From an optimization exercise on the open Yosys and OpenROAD flow, aimed at small area, a short achievable clock period and few clock cycles; shortcuts taken in it are not production practice.
Where RTL was checked, it was by simulation tests only, not by an equivalence proof against the original.
Power is estimated from default activity; no workload was simulated.

## old
## tagctrl_top
module tagctrl_top #(
  parameter int unsigned RdDepth = 4,    
  parameter int unsigned DqDepth = 11    
) (
  input  logic                          clk_i,
  input  logic                          reset_i,
  input  logic                          req_valid_i,
  input  logic [31:0]                   req_addr_i,
  input  logic                          req_write_i,
  input  logic [63:0]                   req_wdata_i,
  input  logic                          req_tag_i,
  output logic                          req_ready_o,
  output logic                          rsp_valid_o,
  output logic [63:0]                   rsp_rdata_o,
  output logic                          rsp_tag_o,
  output logic                          rsp_write_o,
  output logic                          rsp_err_o,
  input  logic                          rsp_ready_i,
  output logic                          mem_req_valid_o,
  output logic [28:0]                   mem_req_addr_o,
  output logic                          mem_req_write_o,
  output logic [63:0]                   mem_req_wdata_o,
  input  logic                          mem_req_ready_i,
  input  logic                          mem_rsp_valid_i,
  input  logic [63:0]                   mem_rsp_rdata_i
);
export LEC_CHECK = 0
export CAP_MARGIN = 40
export CORE_MARGIN = 2
export CORE_UTILIZATION = 70
export CTS_CLUSTER_DIAMETER = 100
export CTS_CLUSTER_SIZE = 24
export PLACE_DENSITY = 0.72
export SETUP_SLACK_MARGIN = 3.0
export SLEW_MARGIN = 40
export TNS_END_PERCENT = 10
create_clock -name core_clock -period 5.0 [get_ports {clk_i}]
standard.sh (not shown) runs the stock make flow with config.mk's settings and CLKGATE_MAP_FILE= SYNTH_SCRIPT=/design/flow/synth_recipe.tcl, a recipe that flattens the netlist after the stock synthesis.
==> flow/flow/run.sh <==
#!/bin/bash
# The standard layout (the standard.sh, standard synthesis included) with two
# make settings changed:
#  - delay cells are added to the don't-use list, so the port buffers and timing
#    repair use ordinary buffers instead of slow delay buffers;
#  - timing repair may swap a cell for one of another footprint.
# Everything else (floorplan, power grid, tap cells, placement, CTS, routing) is
# the standard flow. The make output goes to flow_make.log in the work folder.
set -euo pipefail
PLATFORM_DONT_USE="sky130_fd_sc_hd__probe_p_8 sky130_fd_sc_hd__probec_p_8 sky130_fd_sc_hd__lpflow_bleeder_1 sky130_fd_sc_hd__lpflow_clkbufkapwr_1 sky130_fd_sc_hd__lpflow_clkbufkapwr_16 sky130_fd_sc_hd__lpflow_clkbufkapwr_2 sky130_fd_sc_hd__lpflow_clkbufkapwr_4 sky130_fd_sc_hd__lpflow_clkbufkapwr_8 sky130_fd_sc_hd__lpflow_clkinvkapwr_1 sky130_fd_sc_hd__lpflow_clkinvkapwr_16 sky130_fd_sc_hd__lpflow_clkinvkapwr_2 sky130_fd_sc_hd__lpflow_clkinvkapwr_4 sky130_fd_sc_hd__lpflow_clkinvkapwr_8 sky130_fd_sc_hd__lpflow_decapkapwr_12 sky130_fd_sc_hd__lpflow_decapkapwr_3 sky130_fd_sc_hd__lpflow_decapkapwr_4 sky130_fd_sc_hd__lpflow_decapkapwr_6 sky130_fd_sc_hd__lpflow_decapkapwr_8 sky130_fd_sc_hd__lpflow_inputiso0n_1 sky130_fd_sc_hd__lpflow_inputiso0p_1 sky130_fd_sc_hd__lpflow_inputiso1n_1 sky130_fd_sc_hd__lpflow_inputiso1p_1 sky130_fd_sc_hd__lpflow_inputisolatch_1 sky130_fd_sc_hd__lpflow_isobufsrc_1 sky130_fd_sc_hd__lpflow_isobufsrc_16 sky130_fd_sc_hd__lpflow_isobufsrc_2 sky130_fd_sc_hd__lpflow_isobufsrc_4 sky130_fd_sc_hd__lpflow_isobufsrc_8 sky130_fd_sc_hd__lpflow_isobufsrckapwr_16 sky130_fd_sc_hd__lpflow_lsbuf_lh_hl_isowell_tap_1 sky130_fd_sc_hd__lpflow_lsbuf_lh_hl_isowell_tap_2 sky130_fd_sc_hd__lpflow_lsbuf_lh_hl_isowell_tap_4 sky130_fd_sc_hd__lpflow_lsbuf_lh_isowell_4 sky130_fd_sc_hd__lpflow_lsbuf_lh_isowell_tap_1 sky130_fd_sc_hd__lpflow_lsbuf_lh_isowell_tap_2 sky130_fd_sc_hd__lpflow_lsbuf_lh_isowell_tap_4"
DELAY_CELLS="sky130_fd_sc_hd__clkdlybuf4s15_1 sky130_fd_sc_hd__clkdlybuf4s15_2 sky130_fd_sc_hd__clkdlybuf4s18_1 sky130_fd_sc_hd__clkdlybuf4s18_2 sky130_fd_sc_hd__clkdlybuf4s25_1 sky130_fd_sc_hd__clkdlybuf4s25_2 sky130_fd_sc_hd__clkdlybuf4s50_1 sky130_fd_sc_hd__clkdlybuf4s50_2 sky130_fd_sc_hd__dlygate4sd1_1 sky130_fd_sc_hd__dlygate4sd2_1 sky130_fd_sc_hd__dlygate4sd3_1 sky130_fd_sc_hd__dlymetal6s2s_1 sky130_fd_sc_hd__dlymetal6s4s_1 sky130_fd_sc_hd__dlymetal6s6s_1"
bash standard.sh "DONT_USE_CELLS=$PLATFORM_DONT_USE $DELAY_CELLS" MATCH_CELL_FOOTPRINT=0 finish > flow_make.log 2>&1
In summary, old completed successfully, with a layout that passed the timing, DRC and antenna checks.
Testbench counts of old, summed over its fixed seeds: cycles 15,847.
Edits applied to the flow inputs when going from old to new:
-- flow/design.v --
<<< old, line 236
module tagctrl_top #(
  parameter int unsigned RdDepth = 4,    
  parameter int unsigned DqDepth = 11    
) (
  input  logic                          clk_i,
>>> new, line 236
module tagctrl_top #(
  parameter int unsigned RdDepth = 4,    
  parameter int unsigned DqDepth = 10    
) (
  input  logic                          clk_i,
<<< old, line 296
  assign q_space_d = !qv_q[DqDepth-3];
  logic [RdDepth-1:0] cr_q;            
  logic               release_rd;
  assign cr_ok   = !cr_q[RdDepth-1] || release_rd;
  assign rd_wait = h_free ? (n_v && !n_w) : (hv_q && !h_wc && !h_cr);
  assign grant   = rd_wait && cr_ok && q_space_d;
>>> new, line 296
  assign q_space_d = !qv_q[DqDepth-3];
  logic [RdDepth-1:0] cr_q;            
  logic               release_rd;      
  logic               release_err;     
  assign release_err = h_leave && !h_iw && !h_wc;
  assign cr_ok   = !cr_q[RdDepth-1] || release_rd || release_err;
  assign rd_wait = h_free ? (n_v && !n_w) : (hv_q && !h_wc && !h_cr);
  assign grant   = rd_wait && cr_ok && q_space_d;
<<< old, line 311
    if (reset_i) begin
      cr_q <= '0;
    end else if (grant && !release_rd) begin
      cr_q <= {cr_q[RdDepth-2:0], 1'b1};
    end else if (release_rd && !grant) begin
      cr_q <= {1'b0, cr_q[RdDepth-1:1]};
    end
  end
>>> new, line 313
    if (reset_i) begin
      cr_q <= '0;
    end else begin
      case ({grant, release_rd, release_err})
        3'b100:         cr_q <= {cr_q[RdDepth-2:0], 1'b1};
        3'b010, 3'b001: cr_q <= {1'b0, cr_q[RdDepth-1:1]};
        3'b011:         cr_q <= {2'b00, cr_q[RdDepth-1:2]};
        3'b111:         cr_q <= {1'b0, cr_q[RdDepth-1:1]};
        default:        cr_q <= cr_q;
      endcase
    end
  end
<<< old, line 425
  assign o_load     = o_free && o_next;
  assign q_pop      = o_load;
  assign release_rd = o_load && !dh_w;
  assign f_pop      = o_load && dh_rd && f_ne_q;
  assign f_push     = mem_rsp_valid_i && !(o_load && dh_rd && !f_ne_q);
>>> new, line 431
  assign o_load     = o_free && o_next;
  assign q_pop      = o_load;
  assign release_rd = o_load && dh_rd;
  assign f_pop      = o_load && dh_rd && f_ne_q;
  assign f_push     = mem_rsp_valid_i && !(o_load && dh_rd && !f_ne_q);
Results
- STATUS net switching component of the power: new loses against old
- Across both runs, final cell count was higher for new than for old.
- Compared to old, the routing of new uses more wire.
- The post-CTS setup buffer count number comes out higher for new vs old.
- Area of the die (higher): new
- Taking old as the reference, in new sequential share of layout area decreased by 1.2 points relative to the old numbers; fmax picked up an extra about 2.5%; final worst slack has increased; global router's overall resource usage went up 0.87 points.
- When new is measured against old, its number of non-clock buffers in the layout turns out about 2.7% higher.
- Of old and new, the run reporting the higher initial cell density of the core was old.
- [new vs old] clock skew: lower in new
- Floorplan die width: lower on old
Testbench counts of new, summed over its fixed seeds: cycles 15,692.


tagctrl_top, a different RTL version from the one above (not shown whole).
For scale: ~840 flip-flops, roughly 330 I/O pins, about 32000 um2 of cells after synthesis.
clock: 5.0 ns
lec_check: 0
abc_area: 1
cap_margin: 40
core_margin: 2
core_utilization: 70
cts_cluster_diameter: 100
cts_cluster_size: 24
place_density: 0.72
setup_slack_margin: 3.0
slew_margin: 40
tns_end_percent: 10
Scripts as last shown in full above: flow/flow/run.sh
The baseline finished clean.
Edit:
--- a/flow/design.v
+++ b/flow/design.v
@@ -319,52 +319,61 @@
         3'b011:         cr_q <= {2'b00, cr_q[RdDepth-1:2]};
         3'b111:         cr_q <= {1'b0, cr_q[RdDepth-1:1]};
         default:        cr_q <= cr_q;
       endcase
     end
   end
   logic [255:0] tags_q;
-  logic [15:0]  h_hi, h_lo;
+  logic [15:0]  h_whi, h_wlo, h_rhi, h_rlo;
   logic [7:0]   n_idx;
-  logic [15:0]  n_hi, n_lo;
-  logic         h_wq, h_rd;            
+  logic [15:0]  n_whi, n_wlo, n_rhi, n_rlo;
   logic [15:0]  w_grp;                 
   logic [15:0]  grp_tag_q;             
   assign n_idx = sv_q ? s_a[8:1] : req_addr_i[11:4];
   always_comb begin
     for (int j = 0; j < 16; j++) begin
-      n_hi[j] = (n_idx[7:4] == 4'(j));
-      n_lo[j] = (n_idx[3:0] == 4'(j));
+      n_whi[j] = n_v && n_w && (n_idx[7:4] == 4'(j));
+      n_wlo[j] = (n_idx[3:0] == 4'(j));
+      n_rhi[j] = !n_w && (n_idx[7:4] == 4'(j));
+      n_rlo[j] = (n_idx[3:0] == 4'(j));
     end
   end
   always_ff @(posedge clk_i) begin
     if (reset_i) begin
-      h_hi <= '1;
-      h_lo <= '1;
-      h_wq <= 1'b1;
-      h_t  <= 1'b0;
+      h_whi <= '0;
     end else if (h_free) begin
-      h_hi <= n_hi;
-      h_lo <= n_lo;
-      h_wq <= n_v && n_iw && n_w;
-      h_t  <= sv_q ? s_t : req_tag_i;
+      h_whi <= n_whi;
     end
   end
-  assign h_rd  = h_iw && !h_wc;
-  assign w_grp = h_hi & {16{h_wq}};
+  always_ff @(posedge clk_i) begin
+    if (h_free) begin
+      h_rhi <= n_rhi;
+      h_rlo <= n_rlo;
+    end
+  end
+  always_ff @(posedge clk_i) begin
+    if (reset_i) begin
+      h_wlo <= '0;
+    end else if (h_free) begin
+      h_wlo <= n_wlo;
+    end
+  end
+  assign w_grp = h_whi & {16{h_iw}};
   always_ff @(posedge clk_i) begin
     for (int i = 0; i < 256; i++) begin
-      if (w_grp[i/16] && h_lo[i%16]) begin
+      if (reset_i) begin
+        tags_q[i] <= 1'b0;
+      end else if (w_grp[i/16] && h_wlo[i%16]) begin
         tags_q[i] <= h_t;
       end
     end
   end
   always_ff @(posedge clk_i) begin
     for (int j = 0; j < 16; j++) begin
-      grp_tag_q[j] <= h_rd && h_hi[j] && |(tags_q[16*j +: 16] & h_lo);
+      grp_tag_q[j] <= h_rhi[j] && |(tags_q[16*j +: 16] & h_rlo);
     end
   end
   logic [DqDepth-1:0] qe_q, qw_q, qt_q;   
   logic               new_e, new_w, new_t;
   logic               dh_v, dh_e, dh_w, dh_t, dh_rd;
   logic               p_v, p_e, p_w;      
   always_ff @(posedge clk_i) begin
@@ -420,31 +429,22 @@
   assign o_free     = !ov_q || rsp_ready_i;
   assign o_next     = dh_v && (!dh_rd || f_ne_q || mem_rsp_valid_i);
   assign o_load     = o_free && o_next;
   assign q_pop      = o_load;
   assign release_rd = o_load && dh_rd;
   assign f_pop      = o_load && dh_rd && f_ne_q;
   assign f_push     = mem_rsp_valid_i && !(o_load && dh_rd && !f_ne_q);
-  logic [RdDepth-1:0] o_sel_f;
-  logic               o_sel_m;
-  logic [63:0]        o_data;
-  always_comb begin
-    for (int k = 0; k < RdDepth; k++) o_sel_f[k] = dh_rd && f_ne_q && (frp_q == RdPtrW'(k));
-    o_sel_m = dh_rd && !f_ne_q;
-    o_data  = {64{o_sel_m}} & mem_rsp_rdata_i;
-    for (int k = 0; k < RdDepth; k++) o_data = o_data | ({64{o_sel_f[k]}} & rd_mem[k]);
-  end
   always_ff @(posedge clk_i) begin
     if (reset_i) begin
       o_rdata <= '0;
       o_tag   <= 1'b0;
       o_write <= 1'b0;
       o_err   <= 1'b0;
     end else if (o_free) begin
-      o_rdata <= o_data;
+      o_rdata <= !dh_rd ? 64'd0 : (f_ne_q ? rd_mem[frp_q] : mem_rsp_rdata_i);
       o_tag   <= dh_t;
       o_write <= dh_w;
       o_err   <= dh_e;
     end
   end
   logic sv_d;
   assign sv_d = sv_q ? !h_free : (take && !h_free);
@@ -506,17 +506,19 @@
       end
     end
   end
   always_ff @(posedge clk_i) begin
     if (h_free) begin
       if (sv_q) begin
         h_wc  <= s_w;
+        h_t   <= s_t;
         h_iw  <= s_iw;
       end else begin
         h_wc  <= req_write_i;
+        h_t   <= req_tag_i;
         h_iw  <= in_iw;
       end
     end
   end
   assign req_ready_o     = rdy_q;
   assign mem_req_valid_o = mv_q;
   assign mem_req_addr_o  = {20'h80000, h_a};
Result:
- routed wire length increases by 5.4%
- hold slack got worse by 0.034 ns
- final area is higher by 4.5%
- final cell count grows by 22%
- combinational power went down by 32%
- global-route usage drops by 1.0 points
- utilization fell by 2.2 points
- power shrinks by 5.0%
Testbench counts after the change, summed over its fixed seeds: cycles 15,692.
Function not checked in the first run of this note: the RTL went through the layout flow alone.

re-timing with driven ports:
The results above use ideal ports. As a check the final layouts listed here were re-extracted and re-timed, cells and wires unchanged.
Step 1, drivers: a clkbuf_16 drives clk_i and a buf_2 each remaining input, both assumed.
Step 2 also shifts input and output timing later by t, the mid clock arrival at the registers, as if the neighbouring blocks saw the same clock.
Slacks: ideal ports / drivers / drivers and shift; pairs: ideal ports / drivers.
run	shift t [ns]	setup slack, ns	hold slack, ns	clock arrival spread, ns	worst data-port slew with drivers (ns)
old	0.678	2.807 / 2.761 / 2.166	0.450 / 0.450 / 0.450	0.039 / 0.039	0.10
new	0.670	2.860 / 2.797 / 2.250	0.451 / 0.451 / 0.451	0.040 / 0.041	0.13
the first run of note 2	0.666	2.862 / 2.802 / 2.322	0.486 / 0.486 / 0.486	0.026 / 0.026	0.14
the second run of note 2	0.663	2.827 / 2.769 / 2.257	0.452 / 0.452 / 0.452	0.044 / 0.045	0.09
After both steps setup and hold are still met in every run listed. The setup slack of old, which loses most, moves by -0.046 ns with the drivers and by -0.641 ns with both steps.
